This design comes from an exercise in tuning for small area, a short achievable clock period and few clock cycles per item on the open sky130 flow, not from production work.
Where RTL was checked, it was by simulation tests only, not by an equivalence proof against the original.

==> v11: inputs <==
Design rgb_to_hue_saturation_top, start of the top module:
module rgb_to_hue_saturation_top (
    input  logic       i_clk,
    input  logic       i_rst_n,
    input  logic       i_valid,
    output logic       o_ready,
    input  logic [7:0] i_red,
    input  logic [7:0] i_green,
    input  logic [7:0] i_blue,
    output logic       o_valid,
    input  logic       i_ready,
    output logic [7:0] o_hue,
    output logic [7:0] o_saturation
);
    logic w_en;
    logic [10:0] r_vld;
    logic [7:0] w_R_0;
    logic [7:0] w_G_0;
    logic [7:0] w_B_0;
    logic [7:0] r1_B;
    logic [7:0] r1_G;
    logic [7:0] r1_R;
    logic [8:0] w_xRG_0;
    logic [8:0] w_xGR_0;
    logic [8:0] w_xGB_0;
    logic [8:0] w_xBG_0;
    logic [8:0] w_xBR_0;
    logic [8:0] w_xRB_0;
    logic [2:0] w_cRG_0;
    logic [2:0] w_cGR_0;
    logic [2:0] w_cGB_0;
    logic [2:0] w_cBG_0;
    logic [2:0] w_cBR_0;
    logic [2:0] w_cRB_0;
    logic [0:0] w_c_rg_0;
    logic [0:0] w_c_rb_0;
    logic [0:0] w_c_gb_0;
    logic [2:0] w_j_0;
    logic [7:0] w_mx_0;
    logic [7:0] w_d_0;
    logic [7:0] w_rp_0;
    logic [2:0] w_cs_0;
    logic [2:0] w_ch_0;
    logic [2:0] r2_ch;
    logic [2:0] r2_cs;
    logic [7:0] r2_d;
    logic [2:0] r2_j;
    logic [7:0] r2_mx;
    logic [7:0] r2_rp;
    logic [0:0] w_hl1_0;
    logic [0:0] w_hl2_0;
    logic [0:0] w_hl3_0;
    logic [0:0] w_hl4_0;
    logic [0:0] w_hl5_0;
    logic [0:0] w_hl6_0;
    logic [8:0] w_hh9_0;
    logic [8:0] w_sh9_0;
    logic [9:0] w_hdf_0;
    logic [9:0] w_sdf_0;
    logic [0:0] w_hq7_0;
    logic [0:0] w_sq7_0;
    logic [7:0] w_hr7_0;
    logic [7:0] w_sr7_0;
    logic [8:0] w_hh9_1;
    logic [8:0] w_sh9_1;
    logic [2:0] w_hm_0;
    logic [7:0] r3_d;
    logic [8:0] r3_hh9;
    logic [0:0] r3_hl1;
    logic [0:0] r3_hl2;
  ...
Settings: LEC_CHECK=0, ABC_CLOCK_PERIOD_IN_PS=2500, CAP_MARGIN=20, CORE_MARGIN=2, CORE_UTILIZATION=40, SETUP_SLACK_MARGIN=3.0, SLEW_MARGIN=20; clock period 5.5 ns.
run.sh (not shown) runs the stock make flow with config.mk's settings and CLKGATE_MAP_FILE= SYNTH_SCRIPT=/design/flow/synth_recipe.tcl, a recipe that flattens the netlist after the stock synthesis.
==> v9: changes against v11 <==
--- a/flow/design.v
+++ b/flow/design.v
@@ -12,45 +12,43 @@
     input  logic       i_ready,
     output logic [7:0] o_hue,
     output logic [7:0] o_saturation
 );
     logic w_en;
     logic [10:0] r_vld;
-    logic [7:0] w_R_0;
-    logic [7:0] w_G_0;
-    logic [7:0] w_B_0;
-    logic [7:0] r1_B;
-    logic [7:0] r1_G;
-    logic [7:0] r1_R;
-    logic [8:0] w_xRG_0;
-    logic [8:0] w_xGR_0;
-    logic [8:0] w_xGB_0;
-    logic [8:0] w_xBG_0;
-    logic [8:0] w_xBR_0;
-    logic [8:0] w_xRB_0;
-    logic [2:0] w_cRG_0;
-    logic [2:0] w_cGR_0;
-    logic [2:0] w_cGB_0;
-    logic [2:0] w_cBG_0;
-    logic [2:0] w_cBR_0;
-    logic [2:0] w_cRB_0;
     logic [0:0] w_c_rg_0;
     logic [0:0] w_c_rb_0;
     logic [0:0] w_c_gb_0;
+    logic [7:0] r1_B;
+    logic [7:0] r1_G;
+    logic [7:0] r1_R;
+    logic [0:0] r1_c_gb;
+    logic [0:0] r1_c_rb;
+    logic [0:0] r1_c_rg;
+    logic [0:0] w_rmx_0;
+    logic [0:0] w_gmx_0;
     logic [2:0] w_j_0;
-    logic [7:0] w_mx_0;
+    logic [7:0] w_vmx_0;
+    logic [7:0] w_vmn_0;
+    logic [7:0] w_vmd_0;
+    logic [0:0] w_odd_0;
+    logic [7:0] w_ra_0;
+    logic [7:0] w_rb_0;
     logic [7:0] w_d_0;
     logic [7:0] w_rp_0;
-    logic [2:0] w_cs_0;
-    logic [2:0] w_ch_0;
-    logic [2:0] r2_ch;
-    logic [2:0] r2_cs;
+    logic [0:0] w_nzd_0;
+    logic [0:0] w_nzr_0;
+    logic [7:0] w_mx_0;
     logic [7:0] r2_d;
     logic [2:0] r2_j;
     logic [7:0] r2_mx;
+    logic [0:0] r2_nzd;
+    logic [0:0] r2_nzr;
     logic [7:0] r2_rp;
+    logic [2:0] w_cs_0;
+    logic [2:0] w_ch_0;
     logic [0:0] w_hl1_0;
     logic [0:0] w_hl2_0;
     logic [0:0] w_hl3_0;
     logic [0:0] w_hl4_0;
     logic [0:0] w_hl5_0;
     logic [0:0] w_hl6_0;
@@ -232,81 +230,70 @@
     logic [0:0] r9_sq6;
     logic [0:0] r9_sq7;
     logic [9:0] w_hdf_7;
     logic [9:0] w_sdf_7;
     logic [0:0] w_hq0_0;
     logic [0:0] w_sq0_0;
-    logic [0:0] w_z_0;
     logic [3:0] w_hv0_0;
     logic [0:0] w_hb0_0;
     logic [2:0] w_hm_7;
+    logic [0:0] w_z_0;
+    logic [0:0] w_hc_0;
+    logic [7:0] w_hA_0;
+    logic [7:0] r10_hA;
     logic [0:0] r10_hb0;
-    logic [0:0] r10_hb1;
-    logic [0:0] r10_hb2;
-    logic [0:0] r10_hb3;
-    logic [0:0] r10_hb4;
-    logic [0:0] r10_hb5;
-    logic [2:0] r10_hm;
-    logic [2:0] r10_j;
+    logic [0:0] r10_hc;
     logic [0:0] r10_sq0;
     logic [0:0] r10_sq1;
     logic [0:0] r10_sq2;
     logic [0:0] r10_sq3;
     logic [0:0] r10_sq4;
     logic [0:0] r10_sq5;
     logic [0:0] r10_sq6;
     logic [0:0] r10_sq7;
     logic [0:0] r10_z;
     logic [7:0] w_SQ_0;
-    logic [5:0] w_U_0;
-    logic [0:0] w_hc_0;
-    logic [7:0] w_hbase_0;
     logic [7:0] w_hue_0;
     logic [7:0] w_sat_0;
     logic [7:0] r11_hue;
     logic [7:0] r11_sat;
     logic       r_sv;
     logic       r_ordy;
     logic [7:0] r_skid_hue;
     logic [7:0] r_skid_sat;
     logic       w_ofree;
     logic       w_vin;
-    assign w_R_0 = i_red;
-    assign w_G_0 = i_green;
-    assign w_B_0 = i_blue;
-    assign w_xRG_0 = {1'b0, r1_R} - {1'b0, r1_G};
-    assign w_xGR_0 = {1'b0, r1_G} - {1'b0, r1_R};
-    assign w_xGB_0 = {1'b0, r1_G} - {1'b0, r1_B};
-    assign w_xBG_0 = {1'b0, r1_B} - {1'b0, r1_G};
-    assign w_xBR_0 = {1'b0, r1_B} - {1'b0, r1_R};
-    assign w_xRB_0 = {1'b0, r1_R} - {1'b0, r1_B};
-    assign w_cRG_0 = 3'(w_xRG_0[7:6]) + 3'(|w_xRG_0[5:0]);
-    assign w_cGR_0 = 3'(w_xGR_0[7:6]) + 3'(|w_xGR_0[5:0]);
-    assign w_cGB_0 = 3'(w_xGB_0[7:6]) + 3'(|w_xGB_0[5:0]);
-    assign w_cBG_0 = 3'(w_xBG_0[7:6]) + 3'(|w_xBG_0[5:0]);
-    assign w_cBR_0 = 3'(w_xBR_0[7:6]) + 3'(|w_xBR_0[5:0]);
-    assign w_cRB_0 = 3'(w_xRB_0[7:6]) + 3'(|w_xRB_0[5:0]);
-    assign w_c_rg_0 = !w_xRG_0[8];
-    assign w_c_rb_0 = !w_xRB_0[8];
-    assign w_c_gb_0 = !w_xGB_0[8];
-    assign w_j_0 = (w_c_rg_0 & w_c_rb_0) ? (w_c_gb_0 ? 3'd0 : 3'd5) : ((!w_c_rg_0 & w_c_gb_0) ? (w_c_rb_0 ? 3'd1 : 3'd2) : (w_c_rg_0 ? 3'd4 : 3'd3));
-    assign w_mx_0 = ((w_c_rg_0 & w_c_rb_0) ? r1_R : ((!w_c_rg_0 & w_c_gb_0) ? r1_G : r1_B)) | {7'b0, (r1_R == 8'd0 && r1_G == 8'd0 && r1_B == 8'd0)};
-    assign w_d_0 = 8'((w_c_rg_0 & w_c_rb_0) ? (w_c_gb_0 ? w_xRB_0 : w_xRG_0) : ((!w_c_rg_0 & w_c_gb_0) ? (w_c_rb_0 ? w_xGB_0 : w_xGR_0) : (w_c_rg_0 ? w_xBG_0 : w_xBR_0)));
-    assign w_rp_0 = 8'((w_c_rg_0 & w_c_rb_0) ? (w_c_gb_0 ? w_xGB_0 : w_xRB_0) : ((!w_c_rg_0 & w_c_gb_0) ? (w_c_rb_0 ? w_xGR_0 : w_xBR_0) : (w_c_rg_0 ? w_xRG_0 : w_xBG_0)));
-    assign w_cs_0 = (w_c_rg_0 & w_c_rb_0) ? (w_c_gb_0 ? w_cRB_0 : w_cRG_0) : ((!w_c_rg_0 & w_c_gb_0) ? (w_c_rb_0 ? w_cGB_0 : w_cGR_0) : (w_c_rg_0 ? w_cBG_0 : w_cBR_0));
-    assign w_ch_0 = (w_c_rg_0 & w_c_rb_0) ? (w_c_gb_0 ? w_cGB_0 : w_cRB_0) : ((!w_c_rg_0 & w_c_gb_0) ? (w_c_rb_0 ? w_cGR_0 : w_cBR_0) : (w_c_rg_0 ? w_cRG_0 : w_cBG_0));
+    assign w_c_rg_0 = i_red >= i_green;
+    assign w_c_rb_0 = i_red >= i_blue;
+    assign w_c_gb_0 = i_green >= i_blue;
+    assign w_rmx_0 = r1_c_rg & r1_c_rb;
+    assign w_gmx_0 = !r1_c_rg & r1_c_gb;
+    assign w_j_0 = w_rmx_0 ? (r1_c_gb ? 3'd0 : 3'd5) : (w_gmx_0 ? (r1_c_rb ? 3'd1 : 3'd2) : (r1_c_rg ? 3'd4 : 3'd3));
+    assign w_vmx_0 = w_rmx_0 ? r1_R : (w_gmx_0 ? r1_G : r1_B);
+    assign w_vmn_0 = (!r1_c_rg & !r1_c_rb) ? r1_R : ((r1_c_rg & !r1_c_gb) ? r1_G : r1_B);
+    assign w_vmd_0 = (r1_c_rg ^ r1_c_rb) ? r1_R : ((r1_c_rg ^ !r1_c_gb) ? r1_G : r1_B);
+    assign w_odd_0 = w_rmx_0 ? !r1_c_gb : (w_gmx_0 ? r1_c_rb : !r1_c_rg);
+    assign w_ra_0 = w_odd_0 ? w_vmx_0 : w_vmd_0;
+    assign w_rb_0 = w_odd_0 ? w_vmd_0 : w_vmn_0;
+    assign w_d_0 = w_vmx_0 - w_vmn_0;
+    assign w_rp_0 = w_ra_0 - w_rb_0;
+    assign w_nzd_0 = w_vmx_0[5:0] != w_vmn_0[5:0];
+    assign w_nzr_0 = w_ra_0[5:0] != w_rb_0[5:0];
+    assign w_mx_0 = w_vmx_0 | {7'b0, (w_vmx_0 == 8'd0)};
+    assign w_cs_0 = 3'(r2_d[7:6]) + 3'(r2_nzd);
+    assign w_ch_0 = 3'(r2_rp[7:6]) + 3'(r2_nzr);
     assign w_hl1_0 = r2_rp[0];
     assign w_hl2_0 = r2_rp[1] ^ (|r2_rp[0:0]);
     assign w_hl3_0 = r2_rp[2] ^ (|r2_rp[1:0]);
     assign w_hl4_0 = r2_rp[3] ^ (|r2_rp[2:0]);
     assign w_hl5_0 = r2_rp[4] ^ (|r2_rp[3:0]);
     assign w_hl6_0 = r2_rp[5] ^ (|r2_rp[4:0]);
-    assign w_hh9_0 = {r2_rp, 1'b0} - 9'(r2_ch);
-    assign w_sh9_0 = {r2_d, 1'b0} - 9'(r2_cs);
-    assign w_hdf_0 = {1'b0, r2_rp, 1'b0} - {2'b0, r2_d} - 10'(r2_ch);
-    assign w_sdf_0 = {1'b0, r2_d, 1'b0} - {2'b0, r2_mx} - 10'(r2_cs);
+    assign w_hh9_0 = {r2_rp, 1'b0} - 9'(w_ch_0);
+    assign w_sh9_0 = {r2_d, 1'b0} - 9'(w_cs_0);
+    assign w_hdf_0 = {1'b0, r2_rp, 1'b0} - {2'b0, r2_d} - 10'(w_ch_0);
+    assign w_sdf_0 = {1'b0, r2_d, 1'b0} - {2'b0, r2_mx} - 10'(w_cs_0);
     assign w_hq7_0 = !w_hdf_0[9];
     assign w_sq7_0 = !w_sdf_0[9];
     assign w_hr7_0 = w_hdf_0[9] ? w_hh9_0[7:0] : w_hdf_0[7:0];
     assign w_sr7_0 = w_sdf_0[9] ? w_sh9_0[7:0] : w_sdf_0[7:0];
     assign w_hh9_1 = {w_hr7_0, w_hl6_0};
     assign w_sh9_1 = {w_sr7_0, (r2_d[5] ^ (|r2_d[4:0]))};
@@ -378,21 +365,20 @@
     assign w_hb1_0 = w_hv1_0 >= 4'd6;
     assign w_hm_6 = 3'(w_hb1_0 ? w_hv1_0 - 4'd6 : w_hv1_0);
     assign w_hdf_7 = {1'b0, r9_hh9} - {2'b0, r9_d};
     assign w_sdf_7 = {1'b0, r9_sh9} - {2'b0, r9_mx};
     assign w_hq0_0 = !w_hdf_7[9];
     assign w_sq0_0 = !w_sdf_7[9];
-    assign w_z_0 = r9_d == 8'd0;
     assign w_hv0_0 = {r9_hm, w_hq0_0};
     assign w_hb0_0 = w_hv0_0 >= 4'd6;
     assign w_hm_7 = 3'(w_hb0_0 ? w_hv0_0 - 4'd6 : w_hv0_0);
+    assign w_z_0 = r9_d == 8'd0;
+    assign w_hc_0 = (r9_j == 3'd1 || r9_j == 3'd4) ? (w_hm_7 >= 3'd1) : (r9_j == 3'd2 || r9_j == 3'd5) ? (w_hm_7 >= 3'd5) : (w_hm_7 >= 3'd3);
+    assign w_hA_0 = (r9_j == 3'd0 ? 8'd0 : r9_j == 3'd1 ? 8'd42 : r9_j == 3'd2 ? 8'd85 : r9_j == 3'd3 ? 8'd127 : r9_j == 3'd4 ? 8'd169 : 8'd212) + {2'b0, r9_hb5, r9_hb4, r9_hb3, r9_hb2, r9_hb1, 1'b0};
     assign w_SQ_0 = {r10_sq7, r10_sq6, r10_sq5, r10_sq4, r10_sq3, r10_sq2, r10_sq1, r10_sq0};
-    assign w_U_0 = {r10_hb5, r10_hb4, r10_hb3, r10_hb2, r10_hb1, r10_hb0};
-    assign w_hc_0 = (r10_j == 3'd1 || r10_j == 3'd4) ? (r10_hm >= 3'd1) : (r10_j == 3'd2 || r10_j == 3'd5) ? (r10_hm >= 3'd5) : (r10_hm >= 3'd3);
-    assign w_hbase_0 = r10_j == 3'd0 ? 8'd0 : r10_j == 3'd1 ? 8'd42 : r10_j == 3'd2 ? 8'd85 : r10_j == 3'd3 ? 8'd127 : r10_j == 3'd4 ? 8'd169 : 8'd212;
-    assign w_hue_0 = r10_z ? 8'd0 : (w_hbase_0 + 8'(w_U_0) + 8'(w_hc_0));
+    assign w_hue_0 = r10_z ? 8'd0 : (r10_hA + 8'(r10_hb0) + 8'(r10_hc));
     assign w_sat_0 = w_SQ_0;
     assign w_en    = !r_sv;
     assign o_ready = r_ordy;
     assign w_ofree = !r_vld[10] || i_ready;
     assign w_vin   = r_vld[9] && w_en;
     always_ff @(posedge i_clk) begin
@@ -413,20 +399,23 @@
                 r_ordy <= 1'b0;
             end
         end
     end
     always_ff @(posedge i_clk) begin
         if (w_en) begin
-            r1_B <= w_B_0;
-            r1_G <= w_G_0;
-            r1_R <= w_R_0;
-            r2_ch <= w_ch_0;
-            r2_cs <= w_cs_0;
+            r1_B <= i_blue;
+            r1_G <= i_green;
+            r1_R <= i_red;
+            r1_c_gb <= w_c_gb_0;
+            r1_c_rb <= w_c_rb_0;
+            r1_c_rg <= w_c_rg_0;
             r2_d <= w_d_0;
             r2_j <= w_j_0;
             r2_mx <= w_mx_0;
+            r2_nzd <= w_nzd_0;
+            r2_nzr <= w_nzr_0;
             r2_rp <= w_rp_0;
             r3_d <= r2_d;
             r3_hh9 <= w_hh9_1;
             r3_hl1 <= w_hl1_0;
             r3_hl2 <= w_hl2_0;
             r3_hl3 <= w_hl3_0;
@@ -522,20 +511,15 @@
             r9_sq2 <= r8_sq2;
             r9_sq3 <= r8_sq3;
             r9_sq4 <= r8_sq4;
             r9_sq5 <= r8_sq5;
             r9_sq6 <= r8_sq6;
             r9_sq7 <= r8_sq7;
+            r10_hA <= w_hA_0;
             r10_hb0 <= w_hb0_0;
-            r10_hb1 <= r9_hb1;
-            r10_hb2 <= r9_hb2;
-            r10_hb3 <= r9_hb3;
-            r10_hb4 <= r9_hb4;
-            r10_hb5 <= r9_hb5;
-            r10_hm <= w_hm_7;
-            r10_j <= r9_j;
+            r10_hc <= w_hc_0;
             r10_sq0 <= w_sq0_0;
             r10_sq1 <= r9_sq1;
             r10_sq2 <= r9_sq2;
             r10_sq3 <= r9_sq3;
             r10_sq4 <= r9_sq4;
             r10_sq5 <= r9_sq5;
==> v35: changes against v11 <==
- ABC_CLOCK_PERIOD_IN_PS: 2500 -> 3000
- SETUP_SLACK_MARGIN: 3.0 -> 2.5
==> notes.md <==
Plain + repair buffers 128; Critical Path Max Stage Delay 570 ps; Non-Clock Buffer Area Fraction 0.0402; fin area 29300 um2; Final HPWL DP 37.3 mm; Fin Hold WS 402 ps; status no timing/DRC/antenna violations; hold path start r7_hl1; # clk buffers 59; metal2 WL 27.1 mm; fin nets 2534; total track usage 0.160; dpl ws 1870 ps; grt met2 use 0.300; Max Clock Skew 43.9 ps
the above is filed under v35

==> notes.md <==
dpl ws 1930 ps; total track usage 0.132; metal2 WL 21.3 mm; Plain + repair buffers 147; Non-Clock Buffer Area Fraction 0.0489; Fin Hold WS 404 ps; fin nets 2294; Critical Path Max Stage Delay 440 ps; Final HPWL DP 27.6 mm; status no timing/DRC/antenna violations; DR WL/cell 14.0 um; # clk buffers 59; hold path start r5_hl2; grt met2 use 0.256; fin area 28200 um2; Max Clock Skew 13.2 ps
the above is filed under v9

==> notes.md <==
status no timing/DRC/antenna violations; hold path start r5_j[0]; GR peak layer met2; Final HPWL DP 37.6 mm; Worst path slowest cell or4_4; dpl ws 1910 ps; Fin Hold WS 406 ps; fin nets 2636; Max Clock Skew 24.8 ps; slew margin rel. 0.377; worst r2r path cells 13; metal2 WL 29.1 mm; fin area 31500 um2; Non-Clock Buffer Area Fraction 0.0727; grt met2 use 0.311; Critical Path Max Stage Delay 530 ps
the above is filed under v11

Testbench counts of v9, summed over its fixed seeds: cycles 16,088, items 16,000.
No functional check of the RTL was part of v11 and v35.

==> separate check: timing with driven ports <==
The flow's constraints put no driver on any port. The routed layouts listed below were extracted and timed again, unchanged, in two steps.
Step 1: set_driving_cell puts a clkbuf_16 on i_clk and a buf_2 on each other input, an assumption about the parent block.
Step 2 times the ports against the registers' clock, not the clock port: input delays grow and output delays shrink by t, the midpoint of the rising clock arrivals with the driver on.
Slacks: no drivers / after step 1 / after step 2; pairs: no drivers / after step 1.
run	shift t [ns]	setup WS [ns]	worst setup path after step 2	worst data-port slew with drivers (ns)	pins driven straight from the clock port
v11	0.642	2.270 / 2.270 / 2.270	register to register	0.04	1
v9	0.650	2.427 / 2.427 / 2.427	register to register	0.04	1
v35	0.641	2.299 / 2.299 / 2.299	register to register	0.04	1
After both steps setup and hold are still met in every run listed.
